This design comes from an exercise in tuning for small area on the open sky130 flow, not from production work. No functional check of the RTL was part of any run shown here. No activity file was given, so power comes from the tool's default toggle rates.

[design.v]
package cst_pkg;
  localparam int LINE_W   = 16;
  localparam int START_W  = 24;
  localparam int LENGTH_W = 16;
  localparam int ENTRY_W = 71;
  localparam logic [3:0] TK_NONE = 4'd2;
endpackage
module cst_front (
  input  logic        clk,
  input  logic        rst,
  input  logic        src_valid,
  input  logic [8:0]  src_item,
  input  logic        full,
  output logic        push,
  output logic [70:0] push_entry
);
  localparam logic [2:0] MODE_IDLE     = 3'd0;
  localparam logic [2:0] MODE_IDENT    = 3'd1;
  localparam logic [2:0] MODE_NUMBER   = 3'd2;
  localparam logic [2:0] MODE_NUMDOT   = 3'd3;
  localparam logic [2:0] MODE_FRACTION = 3'd4;
  localparam logic [2:0] MODE_SLASH    = 3'd5;
  localparam logic [2:0] MODE_COMMENT  = 3'd6;
  logic [2:0]  mode, mode_next;
  logic [15:0] line_count, line_next;
  logic [23:0] origin, origin_next;
  logic [23:0] count, count_next;
  logic [3:0]  kw_progress, kw_next;
  logic        finished, finished_next;
  logic        fire, eos, active;
  logic [7:0]  c;
  logic        is_letter, is_digit, is_ws, is_lf, is_slash, is_dot, is_punct;
  logic [3:0]  pkind, kw_start, kw_adv;
  logic        do_flush, do_start, cont;
  logic [1:0]  cnt_add;
  logic [24:0] count_sum;
  logic [16:0] line_sum;
  logic [25:0] offset_sum;
  logic [23:0] offset;
  logic [2:0]  fk;
  logic [3:0]  tk;
  assign fire   = src_valid && !full;
  assign eos    = src_item[0];
  assign c      = src_item[8:1];
  assign active = fire && !eos && !finished;
  assign is_letter = (c >= 8'h61 && c <= 8'h7A) || (c >= 8'h41 && c <= 8'h5A) || c == 8'h5F;
  assign is_digit  = c >= 8'h30 && c <= 8'h39;
  assign is_ws     = c == 8'h20 || c == 8'h09 || c == 8'h0D;
  assign is_lf     = c == 8'h0A;
  assign is_slash  = c == 8'h2F;
  assign is_dot    = c == 8'h2E;
  always_comb begin
    is_punct = 1'b1;
    case (c)
      8'h28:   pkind = 4'd4;
      8'h29:   pkind = 4'd5;
      8'h7B:   pkind = 4'd6;
      8'h7D:   pkind = 4'd7;
      8'h5B:   pkind = 4'd8;
      8'h5D:   pkind = 4'd9;
      8'h3B:   pkind = 4'd10;
      8'h7E:   pkind = 4'd11;
      8'h2D:   pkind = 4'd12;
      default: begin pkind = 4'd1; is_punct = 1'b0; end
    endcase
  end
  always_comb begin
    case (c)
      8'h69:   kw_start = 4'd1;
      8'h76:   kw_start = 4'd4;
      8'h72:   kw_start = 4'd8;
      default: kw_start = 4'd0;
    endcase
  end
  always_comb begin
    kw_adv = 4'd0;
    case (kw_progress)
      4'd1:  if (c == 8'h6E) kw_adv = 4'd2;
      4'd2:  if (c == 8'h74) kw_adv = 4'd3;
      4'd4:  if (c == 8'h6F) kw_adv = 4'd5;
      4'd5:  if (c == 8'h69) kw_adv = 4'd6;
      4'd6:  if (c == 8'h64) kw_adv = 4'd7;
      4'd8:  if (c == 8'h65) kw_adv = 4'd9;
      4'd9:  if (c == 8'h74) kw_adv = 4'd10;
      4'd10: if (c == 8'h75) kw_adv = 4'd11;
      4'd11: if (c == 8'h72) kw_adv = 4'd12;
      4'd12: if (c == 8'h6E) kw_adv = 4'd13;
      default: kw_adv = 4'd0;
    endcase
  end
  always_comb begin
    cont    = 1'b0;
    cnt_add = 2'd1;
    case (mode)
      MODE_IDENT:    cont = is_letter || is_digit;
      MODE_NUMBER:   begin cont = is_digit || is_dot; cnt_add = {1'b0, !is_dot}; end
      MODE_NUMDOT:   begin cont = is_digit; cnt_add = 2'd2; end
      MODE_FRACTION: cont = is_digit;
      MODE_SLASH:    cont = is_slash;
      MODE_COMMENT:  cont = 1'b1;
      default:       cont = 1'b0;
    endcase
  end
  assign do_start = active && !cont;
  assign do_flush = (fire && eos && !finished) || do_start;
  assign offset_sum = {1'b0, origin, 1'b1} + {1'b0, count, mode == MODE_NUMDOT};
  assign offset     = offset_sum[24:1] | {24{offset_sum[25]}};
  assign count_sum  = {1'b0, count} + {23'd0, cnt_add};
  assign line_sum   = {1'b0, line_count} + 17'd1;
  always_comb begin
    mode_next     = mode;
    origin_next   = origin;
    count_next    = count;
    kw_next       = kw_progress;
    finished_next = finished;
    line_next     = line_count;
    if (active && is_lf) line_next = line_sum[15:0] | {16{line_sum[16]}};
    if (active) begin
      if (cont) begin
        count_next = count_sum[23:0] | {24{count_sum[24]}};
        kw_next    = kw_adv;
        case (mode)
          MODE_NUMBER:  if (is_dot) mode_next = MODE_NUMDOT;
          MODE_NUMDOT:  mode_next = MODE_FRACTION;
          MODE_SLASH:   mode_next = MODE_COMMENT;
          MODE_COMMENT: if (is_lf) mode_next = MODE_IDLE;
          default:      mode_next = mode;
        endcase
      end else begin
        origin_next = offset;
        count_next  = 24'd1;
        kw_next     = kw_start;
        if (is_slash)       mode_next = MODE_SLASH;
        else if (is_letter) mode_next = MODE_IDENT;
        else if (is_digit)  mode_next = MODE_NUMBER;
        else                mode_next = MODE_IDLE;
      end
    end
    if (fire && eos) begin
      origin_next   = offset;
      count_next    = 24'd0;
      finished_next = 1'b1;
      mode_next     = MODE_IDLE;
      kw_next       = 4'd0;
    end
  end
  always_comb begin
    fk = 3'd0;
    if (do_flush) begin
      case (mode)
        MODE_IDENT: begin
          case (kw_progress)
            4'd3:    fk = 3'd5;
            4'd7:    fk = 3'd6;
            4'd13:   fk = 3'd7;
            default: fk = 3'd3;
          endcase
        end
        MODE_NUMBER, MODE_FRACTION: fk = 3'd2;
        MODE_NUMDOT:                fk = 3'd4;
        MODE_SLASH:                 fk = 3'd1;
        default:                    fk = 3'd0;
      endcase
    end
  end
  always_comb begin
    tk = cst_pkg::TK_NONE;
    if (fire && eos)
      tk = 4'd0;
    else if (do_start && !(is_ws || is_lf || is_slash || is_letter || is_digit))
      tk = pkind;
  end
  assign push       = fire && (fk != 3'd0 || tk != cst_pkg::TK_NONE);
  assign push_entry = {line_count, origin, count, fk, tk};
  always_ff @(posedge clk) begin
    if (rst) begin
      mode        <= MODE_IDLE;
      line_count  <= 16'd1;
      origin      <= '0;
      count       <= '0;
      finished    <= 1'b0;
    end else begin
      mode        <= mode_next;
      line_count  <= line_next;
      origin      <= origin_next;
      count       <= count_next;
      finished    <= finished_next;
    end
  end
  always_ff @(posedge clk) begin
    kw_progress <= kw_next;
  end
endmodule
module cst_queue (
  input  logic        clk,
  input  logic        rst,
  input  logic        push,
  input  logic [70:0] push_entry,
  output logic        full,
  input  logic        pop,
  output logic [70:0] head,
  output logic        empty
);
  logic [70:0] store [4];
  logic [1:0]  rd_ptr, wr_ptr;
  logic [2:0]  count;
  assign full   = count[2];
  assign empty  = (count == 3'd0);
  assign wr_ptr = rd_ptr + count[1:0];
  assign head   = store[rd_ptr];
  always_ff @(posedge clk) begin
    if (push) store[wr_ptr] <= push_entry;
  end
  always_ff @(posedge clk) begin
    if (rst) begin
      rd_ptr <= 2'd0;
      count  <= 3'd0;
    end else begin
      if (pop) rd_ptr <= rd_ptr + 2'd1;
      case ({push, pop})
        2'b10:   count <= count + 3'd1;
        2'b01:   count <= count - 3'd1;
        default: count <= count;
      endcase
    end
  end
endmodule
module cst_back (
  input  logic        clk,
  input  logic        rst,
  input  logic [70:0] head,
  input  logic        empty,
  output logic        pop,
  output logic        tok_valid,
  input  logic        tok_ready,
  output logic [60:0] tok_item
);
  logic [15:0] line;
  logic [23:0] o, n;
  logic [2:0]  fk;
  logic [3:0]  tk;
  logic [1:0]  idx, fc, last_idx;
  logic        tv, is_last, sel_f0, sel_f1, sel_t, numdot, n_big;
  logic [3:0]  kind, f0_kind;
  logic [23:0] start;
  logic [25:0] sum;
  logic [15:0] length;
  assign {line, o, n, fk, tk} = head;
  assign numdot   = (fk == 3'd4);
  assign fc       = {numdot, (fk != 3'd0) && !numdot};
  assign tv       = (tk != cst_pkg::TK_NONE);
  assign last_idx = fc + {1'b0, tv} - 2'd1;
  assign is_last  = (idx == last_idx);
  assign sel_f0   = (idx == 2'd0) && (fk != 3'd0);
  assign sel_f1   = (idx == 2'd1) && numdot;
  assign sel_t    = !sel_f0 && !sel_f1;
  always_comb begin
    case (fk)
      3'd1:    f0_kind = 4'd1;
      3'd3:    f0_kind = 4'd3;
      3'd5:    f0_kind = 4'd13;
      3'd6:    f0_kind = 4'd14;
      3'd7:    f0_kind = 4'd15;
      default: f0_kind = 4'd2;
    endcase
  end
  assign sum = {1'b0, o, 1'b1} + {1'b0, n & {24{!sel_f0}}, numdot && sel_t};
  always_comb begin
    start = sum[24:1];
    if (sum[25]) start = {23'h7FFFFF, sel_t};
    else if (sel_f1 && sum[24:1] == 24'hFFFFFF) start = 24'hFFFFFE;
  end
  assign n_big = |n[23:16];
  always_comb begin
    if (sel_f0) begin
      kind   = f0_kind;
      length = n[15:0] | {16{n_big}};
    end else if (sel_f1) begin
      kind   = 4'd1;
      length = 16'd1;
    end else begin
      kind   = tk;
      length = {15'd0, tk != 4'd0};
    end
  end
  assign tok_valid = !empty;
  assign pop       = tok_valid && tok_ready && is_last;
  assign tok_item  = {kind, line, start, length, is_last};
  always_ff @(posedge clk) begin
    if (rst) begin
      idx <= 2'd0;
    end else if (tok_valid && tok_ready) begin
      idx <= is_last ? 2'd0 : idx + 2'd1;
    end
  end
endmodule
module c_subset_token_scanner (
  input  logic        clk,
  input  logic        rst,
  input  logic        src_valid,
  output logic        src_ready,
  input  logic [8:0]  src_item,
  output logic        tok_valid,
  input  logic        tok_ready,
  output logic [60:0] tok_item
);
  logic        push, pop, full, empty;
  logic [70:0] push_entry, head;
  assign src_ready = !full;
  cst_front u_front (
    .clk       (clk),
    .rst       (rst),
    .src_valid (src_valid),
    .src_item  (src_item),
    .full      (full),
    .push      (push),
    .push_entry(push_entry)
  );
  cst_queue u_queue (
    .clk       (clk),
    .rst       (rst),
    .push      (push),
    .push_entry(push_entry),
    .full      (full),
    .pop       (pop),
    .head      (head),
    .empty     (empty)
  );
  cst_back u_back (
    .clk      (clk),
    .rst      (rst),
    .head     (head),
    .empty    (empty),
    .pop      (pop),
    .tok_valid(tok_valid),
    .tok_ready(tok_ready),
    .tok_item (tok_item)
  );
endmodule
[flow/run.sh]
#!/bin/bash
set -euo pipefail
export BUFFER_PORTS_ARGS="-buffer_cell sky130_fd_sc_hd__buf_1"
export CTS_ARGS="-sink_clustering_enable -repair_clock_nets -dont_use_dummy_load -buf_list {sky130_fd_sc_hd__clkbuf_4 sky130_fd_sc_hd__clkbuf_8}"
bash standard.sh > standard_flow.log 2>&1
[standard.sh]
#!/bin/bash
# synth_recipe.tcl (not shown) runs the flow's synth.tcl, then flattens the netlist and writes it again
# the make line also repeats each setting of config.mk as NAME=value (left out here)
make -C /OpenROAD-flow-scripts/flow DESIGN_CONFIG=/design/flow/config.mk WORK_HOME=/design/flow/orfs CLKGATE_MAP_FILE= SYNTH_SCRIPT=/design/flow/synth_recipe.tcl "${@:-finish}"
[config.mk]
export PLATFORM = sky130hd
export DESIGN_NAME = c_subset_token_scanner
export DESIGN_NICKNAME = c_subset_token_scanner
export VERILOG_FILES = /design/flow/design.v
export SDC_FILE = /design/flow/constraint.sdc
export NUM_CORES = 4
export LEC_CHECK = 0
export CAP_MARGIN = 20
export CORE_MARGIN = 2
export CORE_UTILIZATION = 40
export CTS_BUF_LIST = sky130_fd_sc_hd__clkbuf_4 sky130_fd_sc_hd__clkbuf_8
export SLEW_MARGIN = 20
[constraint.sdc]
create_clock -name core_clock -period 8.0 [get_ports {clk}]
set_input_delay 1.6000 -clock core_clock [delete_from_list [all_inputs] [get_ports {clk}]]
set_output_delay 1.6000 -clock core_clock [all_outputs]
set_load 0.01 [all_outputs]
==> results.sh, run 1 <==
export IMPL_status="no timing/DRC/antenna violations"
export IMPL_tritoncts="done"
export IMPL_synthDominantCellAreaShare_pct=48.1
export IMPL_synth_xor_area_share_pct=3.01
export IMPL_worstSetupStartpointType="flop"
export IMPL_min_path_cells=0
export IMPL_initial_core_util_pct=40.3
export IMPL_post_dp_hpwl_um=29300
export IMPL_setup_tns_ns=0
export IMPL_hp_start="u_front.origin[16]"
export IMPL_synthSimpleGateAreaFrac_pct=13.2
export IMPL_cts_num_sinks=365
export IMPL_synth_yosys_seq_area_share_pct=57.2
export IMPL_num_fill_cells=4022
export IMPL_skew_ns=0.0822
export IMPL_synthMuxAreaShare_pct=9.18
export IMPL_hold_buffers=0
export IMPL_cts_root_buf="clkbuf_8"
export IMPL_routed_wl_um=42400
export IMPL_globalplace_congestion=0.882
export IMPL_end_kind="primary output"
export IMPL_crit_path_max_incr_delay_ns=0.64
export IMPL_die_area_um2=46100
export IMPL_vias_per_cell=5.66
export IMPL_cts_resized=0
export IMPL_r2r_end="u_queue.count[2]"
export IMPL_die_w_um=215
export IMPL_holdPathEnd="u_queue.store[0][47]"
export IMPL_drv_cap=0
export IMPL_post_route_period_util_pct=93.7
export IMPL_finalHoldViolations=0
export IMPL_first_global_vias=11900
export IMPL_critPathMaxFanout=18
export IMPL_drt_pass1_iter_count=5
export IMPL_grt_use_total_pct=18.5
export IMPL_io_pins=76
export IMPL_required_ns=6.40
export IMPL_drive_gt1_share_pct=11.5
export IMPL_ys_types=81
export IMPL_critPathArrivalTime_ns=5.90
export IMPL_antenna_left=0
export IMPL_tightest_slew_ns=1.10
export IMPL_synth_async_reset_ratio_pct=0
export IMPL_syn_avg_cell_area_um2=12.4
export IMPL_max_freq_mhz=133
export IMPL_yosysTopAreaCell="edfxtp_1"
export IMPL_insertion_delay_ns=0.62
export IMPL_cts_buffers=55
export IMPL_final_max_slew_violation_count=0
export IMPL_grt_max_degree=72
export IMPL_relSlewSlack_pct=25.9
export IMPL_grt_overflow=0
export IMPL_design_core_area_um2=44000
export IMPL_power_density_nw_per_um2=323
export IMPL_yosys_most_used_dff="edfxtp_1"
export IMPL_max_clock_path_buffers=3
export IMPL_yosys_warnings=3
export IMPL_synth_area_top_cells="edfxtp_1 (48%), dfxtp_1 (9.1%), mux4_2 (9.0%)"
export IMPL_grt_antenna_before_repair=1
export IMPL_p_total_mw=6.30
export IMPL_netlist_area_um2=17700
export IMPL_synth_compound_area_share_pct=10.7
export IMPL_cpMaxStageDelayCell="mux4_2"
export IMPL_clk_pin_slew_worst_paths_ns=0.06
export IMPL_numPortBuffers=75
export IMPL_rsz0062_at_grt="false"
export IMPL_drc_errors=0
export IMPL_mostFrequentLayoutCells="edfxtp_1 (284), nor2_1 (144), a21oi_1 (99)"
export IMPL_layout_commonest_cell="edfxtp_1"
export IMPL_area_delta_synth_final_pct=9.93
export IMPL_synth_nets=1505
export IMPL_regToRegSetupSlack_ns=3.04
export IMPL_first_iter_violations=919
export IMPL_synth_enable_flop_cells=284
export IMPL_p_leak_nw=6.37
export IMPL_hp_class="flop to flop"
export IMPL_irDropWorstVdd_mv=0.203
export IMPL_htree_num_levels=2
export IMPL_setup_viol=0
export IMPL_path_class="flop to primary output"
export IMPL_min_period_ns=7.50
export IMPL_synth_top_family_by_area="simple AND/OR/NAND/NOR gates"
export IMPL_ff2ff_path_depth=15
export IMPL_synthAdderAreaFrac_pct=4.40
export IMPL_rows=77
export IMPL_vias=11900
export IMPL_cts_setup_buffers=0
export IMPL_final_nets=1589
export IMPL_synthCells=1432
export IMPL_wl_per_cell_um=20.1
export IMPL_ys_ff_latch=365
export IMPL_grt_pass1_wl_um=66800
export IMPL_chipHeight_um=215
export IMPL_path_cells="buf_4 > mux4_2 > o21ai_4 > and2_1 > ha_1 > or4bb_1 > or4b_4 > a21o_1 > a21oi_1 > nor3_1 > or4_1 > or4b_1 > nor4_2 > nand4bb_1 > a31o_1 > buf_1"
## power by group
group | total (mW) | internal, mW | switching, mW
registers | 2.51 | 2.41 | 0.104
logic | 2.56 | 0.958 | 1.61
clock network | 1.22 | 0.603 | 0.614
total | 6.30 | 3.97 | 2.32
## cell families after synthesis
kind of cell / count (synthesis)
buffers and inverters: 107
AO/OA/AOI/OAI: 295
adder cells (fa/ha/maj): 60
multiplexers: 74
AND/OR/NAND/NOR: 470
flip-flops: 365
XOR/XNOR: 61
## flip-flops by register name, summed over array words and instances, names as in the netlist, named ones only
register,count
u_queue.store,284
u_front.count,24
u_front.origin,24
u_front.line_count,16
u_front.kw_progress,4
u_front.mode,3
u_queue.count,3
u_back.idx,2
u_queue.rd_ptr,2
u_front.finished,1
## cells in the mapped netlist, types with 7 or more instances
master and instances:
dfxtp_1 81, nand3_1 33, a211oi_1 30, o22ai_1 7, o21a_1 10, edfxtp_1 284
ha_1 56, a21oi_1 99, clkbuf_1 57, or3_1 11, a31oi_1 14, o21ai_0 37
inv_1 36, nor3b_1 8, nand4_1 13, a21o_1 18, xnor2_1 24, and2_1 32
nand2_1 93, mux4_2 71, a311oi_1 7, nor3_1 46, and3_1 14, nor2b_1 13
buf_1 9, xor2_1 37, nand2b_1 24, o31ai_1 7, o21ai_1 9, nor4_1 7
nor2_1 144
## worst max-delay path by stage
stage / from / end / slack (ns)
finish: flop / tok_item[17] / 0.50
global route: flop / tok_item[17] / 0.06
CTS: flop / tok_item[17] / 0.26
detailed placement: flop / tok_item[17] / 0.96
global placement: flop / tok_item[17] / 1.06
floorplan: flop / tok_item[17] / 0.69
## per-stage QoR
stage	setup WS (ns)	std cells	hold WS, ns	instance area [um^2]	utilization [%]
after floorplan	0.690	1432	0.458	17800	-
final	0.504	2107	0.480	19500	44.3
after CTS	0.257	2106	0.475	19500	44.3
after detailed placement	0.959	2051	0.485	18700	42.6
after global placement	1.06	2051	0.468	18700	42.6
after global routing	0.0551	2107	0.505	19500	44.3
## metal layers
layer	part of all wire [%]	GRT usage, %	wire length [um]	vias up
met1	46	25.3	19500	5974
met3	5.0	3.30	2100	64
met4	2.3	5.63	986	0
li1	-	-	-	5607
met5	0	0	0	-
met2	47	30.2	19800	287
## worst max-delay path, delay by kind of cell (launching register included)
| family | cells | cell delay [ns] |
|---|---|---|
| adder cells (fa/ha/maj) | 1 | 0.20 |
| buffers and inverters | 2 | 0.48 |
| AND/OR/NAND/NOR | 8 | 2.67 |
| flip-flops | 1 | 0.37 |
| AO/OA/AOI/OAI | 4 | 0.93 |
| multiplexers | 1 | 0.64 |
## cell type report
type / instances / area, um^2 / share of cell area [%]
multi-input combinational: 960 / 7260 / 37.2
clock buffer: 55 / 757 / 3.88
inverter: 38 / 143 / 0.731
sequential: 365 / 10200 / 52.1
timing repair buffer: 96 / 453 / 2.32
tap: 592 / 741 / 3.80
antenna: 1 / 2.50 / 0.0128
==> run 2: changes to the inputs <==
==> run.sh (new file) <==
#!/bin/bash
# synth_recipe.tcl (not shown) runs the flow's synth.tcl, then flattens the netlist and writes it again
# the make line also repeats each setting of config.mk as NAME=value (left out here)
make -C /OpenROAD-flow-scripts/flow DESIGN_CONFIG=/design/flow/config.mk WORK_HOME=/design/flow/orfs CLKGATE_MAP_FILE= SYNTH_SCRIPT=/design/flow/synth_recipe.tcl finish
removed: flow/run.sh
removed: standard.sh
==> run 2 against run 1 <==
  * Final cell count rose by 2.3%
  * Clock power grew 27%
  * Sequential share of layout area fell by 2.3 points
  * Maximum frequency is 2.0% lower
  * Largest power group unchanged
==> results.sh, run 2 <==
export IMPL_dp_cells=2050
export IMPL_status="no timing/DRC/antenna violations"
export IMPL_drt_pass1_iter_count=5
export IMPL_die_w_um=215
export IMPL_drv_cap=0
export IMPL_yosys_warnings=3
export IMPL_rows=77
export IMPL_rsz0062_at_grt="false"
export IMPL_setup_tns_ns=0
export IMPL_route_met2_wl_um=19500
export IMPL_ys_ff_latch=365
export IMPL_skew_ns=0.0409
export IMPL_synth_nets=1505
export IMPL_largest_register="u_queue.store"
export IMPL_crit_family="simple AND/OR/NAND/NOR gates"
export IMPL_drc_errors=0
export IMPL_cts_buffers=54
export IMPL_grt_antenna_before_repair=1
export IMPL_route_met3_wl_um=2050
export IMPL_largest_reg_flops=284
export IMPL_grt_max_degree=72
export IMPL_insertion_delay_ns=0.63
export IMPL_num_fill_cells=3971
export IMPL_numPortBuffers=75
export IMPL_cpMaxStageDelayCell="mux4_2"
export IMPL_cts_root_buf="clkbuf_8"
export IMPL_post_dp_hpwl_um=28000
export IMPL_globalplace_congestion=0.898
export IMPL_chipHeight_um=215
export IMPL_antenna_left=0
export IMPL_final_max_slew_violation_count=0
export IMPL_end_kind="primary output"
export IMPL_wl_met1_um=19500
export IMPL_tightest_slew_ns=1.15
export IMPL_design_core_area_um2=44000
export IMPL_crit_path_max_incr_delay_ns=0.57
export IMPL_syn_avg_cell_area_um2=12.4
export IMPL_path_class="flop to primary output"
export IMPL_first_iter_violations=910
export IMPL_wl_per_cell_um=19.4
export IMPL_final_nets=1590
export IMPL_vias=12000
export IMPL_hp_class="flop to flop"
export IMPL_path_cells="mux4_2 > or2_4 > o21ai_4 > and2_1 > ha_1 > or4bb_1 > or4b_4 > a21o_1 > a21oi_1 > nor3_1 > or4_1 > or4b_1 > nor4_2 > nand4bb_1 > a31o_1 > clkdlybuf4s50_1"
export IMPL_min_period_ns=7.65
export IMPL_synth_enable_flop_cells=284
export IMPL_area_delta_synth_final_pct=15.1
export IMPL_critPathBufInv=1
export IMPL_io_pins=76
export IMPL_p_leak_nw=6.79
export IMPL_die_area_um2=46100
export IMPL_ys_types=81
export IMPL_synth_yosys_seq_area_share_pct=57.2
export IMPL_tritoncts="done"
export IMPL_multi_input_area_um2=7290
export IMPL_final_cells=2156
export IMPL_yosysMostFrequentCell="edfxtp_1"
export IMPL_vias_per_cell=5.56
export IMPL_synth_area_top_cells="edfxtp_1 (48%), dfxtp_1 (9.1%), mux4_2 (9.0%)"
export IMPL_grt_use_total_pct=18.2
export IMPL_cts_num_sinks=365
export IMPL_synth_top_cells_by_count="edfxtp_1 (284), nor2_1 (144), a21oi_1 (99)"
export IMPL_routed_wl_um=41800
export IMPL_synth_async_reset_ratio_pct=0
export IMPL_required_ns=6.40
export IMPL_yosysTopAreaCell="edfxtp_1"
export IMPL_seq_area_um2=10200
export IMPL_critPathArrivalTime_ns=6.05
export IMPL_top_layer="met4"
export IMPL_max_clock_path_buffers=3
export IMPL_clk_pin_slew_worst_paths_ns=0.06
export IMPL_max_freq_mhz=131
export IMPL_power_density_nw_per_um2=346
export IMPL_drive_gt1_share_pct=13.7
export IMPL_initial_core_util_pct=40.3
export IMPL_fin_util_pct=46.4
export IMPL_finalHoldViolations=0
export IMPL_post_route_period_util_pct=95.7
export IMPL_irDropWorstVdd_mv=0.242
export IMPL_worstSetupStartpointType="flop"
export IMPL_relSlewSlack_pct=22.4
export IMPL_grt_overflow=0
export IMPL_synthCells=1432
export IMPL_htree_num_levels=2
export IMPL_layout_commonest_cell="edfxtp_1"
export IMPL_mostFrequentLayoutCells="edfxtp_1 (284), nor2_1 (144), a21oi_1 (99)"
export IMPL_netlist_area_um2=17700
export IMPL_reg_top3="u_queue.store (284), u_front.count (24), u_front.origin (24)"
export IMPL_grt_pass1_wl_um=66200
export IMPL_setup_viol=0
export IMPL_yosys_most_used_dff="edfxtp_1"
export IMPL_synthDominantCellAreaShare_pct=48.1
export IMPL_critPathMaxFanout=6
export IMPL_first_global_vias=11700
==> run 2: cell counts after synthesis <==
Identical to the previous run, type by type.
==> run 2: path summary, 6_finish.rpt <==
check / startpoint / to / slack [ns] / cells past startpoint
hold / removal: u_queue.count[2] / u_queue.count[2] / 0.49 / 2
hold reg to reg: u_queue.count[2] / u_queue.count[2] / 0.49 / 2
setup reg to reg: flop / u_queue.count[2] / 3.65 / 14
setup / recovery: flop / tok_item[17] / 0.35 / 16
==> run 2: routing by layer <==
layer / vias up / GRT usage, %
li1: 5667 / -
met1: 5902 / 25.9
met2: 353 / 29.4
met3: 66 / 2.41
met4: 0 / 5.25
met5: - / 0
==> run 2: repair_timing <==
item                                    CTS  global route
resized for setup                         0             9
hold buffers                              0             0
endpoints found under the setup margin    0            18
endpoints found under the hold margin     0             0
buffers inserted                          0             2
==> run 2: metrics by stage <==
step	area, um^2	total power, mW	worst slack, ns	hold slack [ns]
after floorplan	17800	4.28	0.690	0.458
after global placement	19200	5.49	0.827	0.467
after detailed placement	19200	5.52	0.791	0.482
after CTS	20400	7.08	0.0789	0.491
after global routing	20400	7.45	0.0589	0.545
final	20400	7.06	0.347	0.487
==> run 2: cell type report <==
class / instances / share of cell area (%)
inverters: 38 / 0.698
repair buffers: 97 / 4.68
clock inverters: 27 / 1.02
well taps: 592 / 3.63
diodes: 1 / 0.0123
multi-input cells: 961 / 35.7
flip-flops and latches: 365 / 49.7
clock buffers: 75 / 4.56
==> run 2: worst register-to-register path, delay by kind of cell (launching register included) <==
| family | cells | cell delay (ns) |
|---|---|---|
| AND/OR/NAND/NOR | 4 | 1.31 |
| flip-flops | 1 | 0.40 |
| adder cells (fa/ha/maj) | 3 | 0.83 |
| multiplexers | 1 | 0.63 |
| XOR/XNOR | 3 | 0.38 |
| buffers and inverters | 2 | 0.57 |
| AO/OA/AOI/OAI | 1 | 0.14 |
==> run 2: report_power, final <==
group	internal, mW	switching [mW]
logic	1.38	1.62
registers	2.41	0.0991
clock network	0.831	0.719
total	4.62	2.44
==> run 2: logic make-up after synthesis <==
kind of cell             Yosys count  share of synthesized area (%)
AND/OR/NAND/NOR                  470                           13.2
flip-flops                       365                           57.2
AO/OA/AOI/OAI                    295                           10.7
buffers and inverters            107                           2.33
multiplexers                      74                           9.18
XOR/XNOR                          61                           3.01
adder cells (fa/ha/maj)           60                           4.40

-- afterwards: timing with drivers on the ports --
Ports are ideal in the flow. The routed layouts listed here were re-timed in OpenROAD.
Step 1 (the two cells are an assumption about what drives the block):
set clk [get_ports {clk}]
set_driving_cell -lib_cell sky130_fd_sc_hd__clkbuf_16 $clk
set_driving_cell -lib_cell sky130_fd_sc_hd__buf_2 [delete_from_list [all_inputs] $clk]
Step 2 adds t to the input delays and takes it off the output delays; t is the mean of the earliest and latest rising clock arrival at the registers after step 1. Input paths then give back, and output paths get back, about the clock's delay inside the block.
Slacks: no drivers / after step 1 / after step 2; pairs: no drivers / after step 1.
run | shift t [ns] | setup slack, ns | hold slack, ns | clock arrival spread, ns | slew at the worst register clock pin (ns)
run 1 | 0.627 | 0.504 / 0.455 / 1.082 | 0.480 / 0.480 / 0.480 | 0.082 / 0.083 | 0.06 / 0.06
run 2 | 0.662 | 0.347 / 0.296 / 0.958 | 0.487 / 0.487 / 0.487 | 0.041 / 0.040 | 0.07 / 0.07
After both steps every run listed still meets setup and hold.
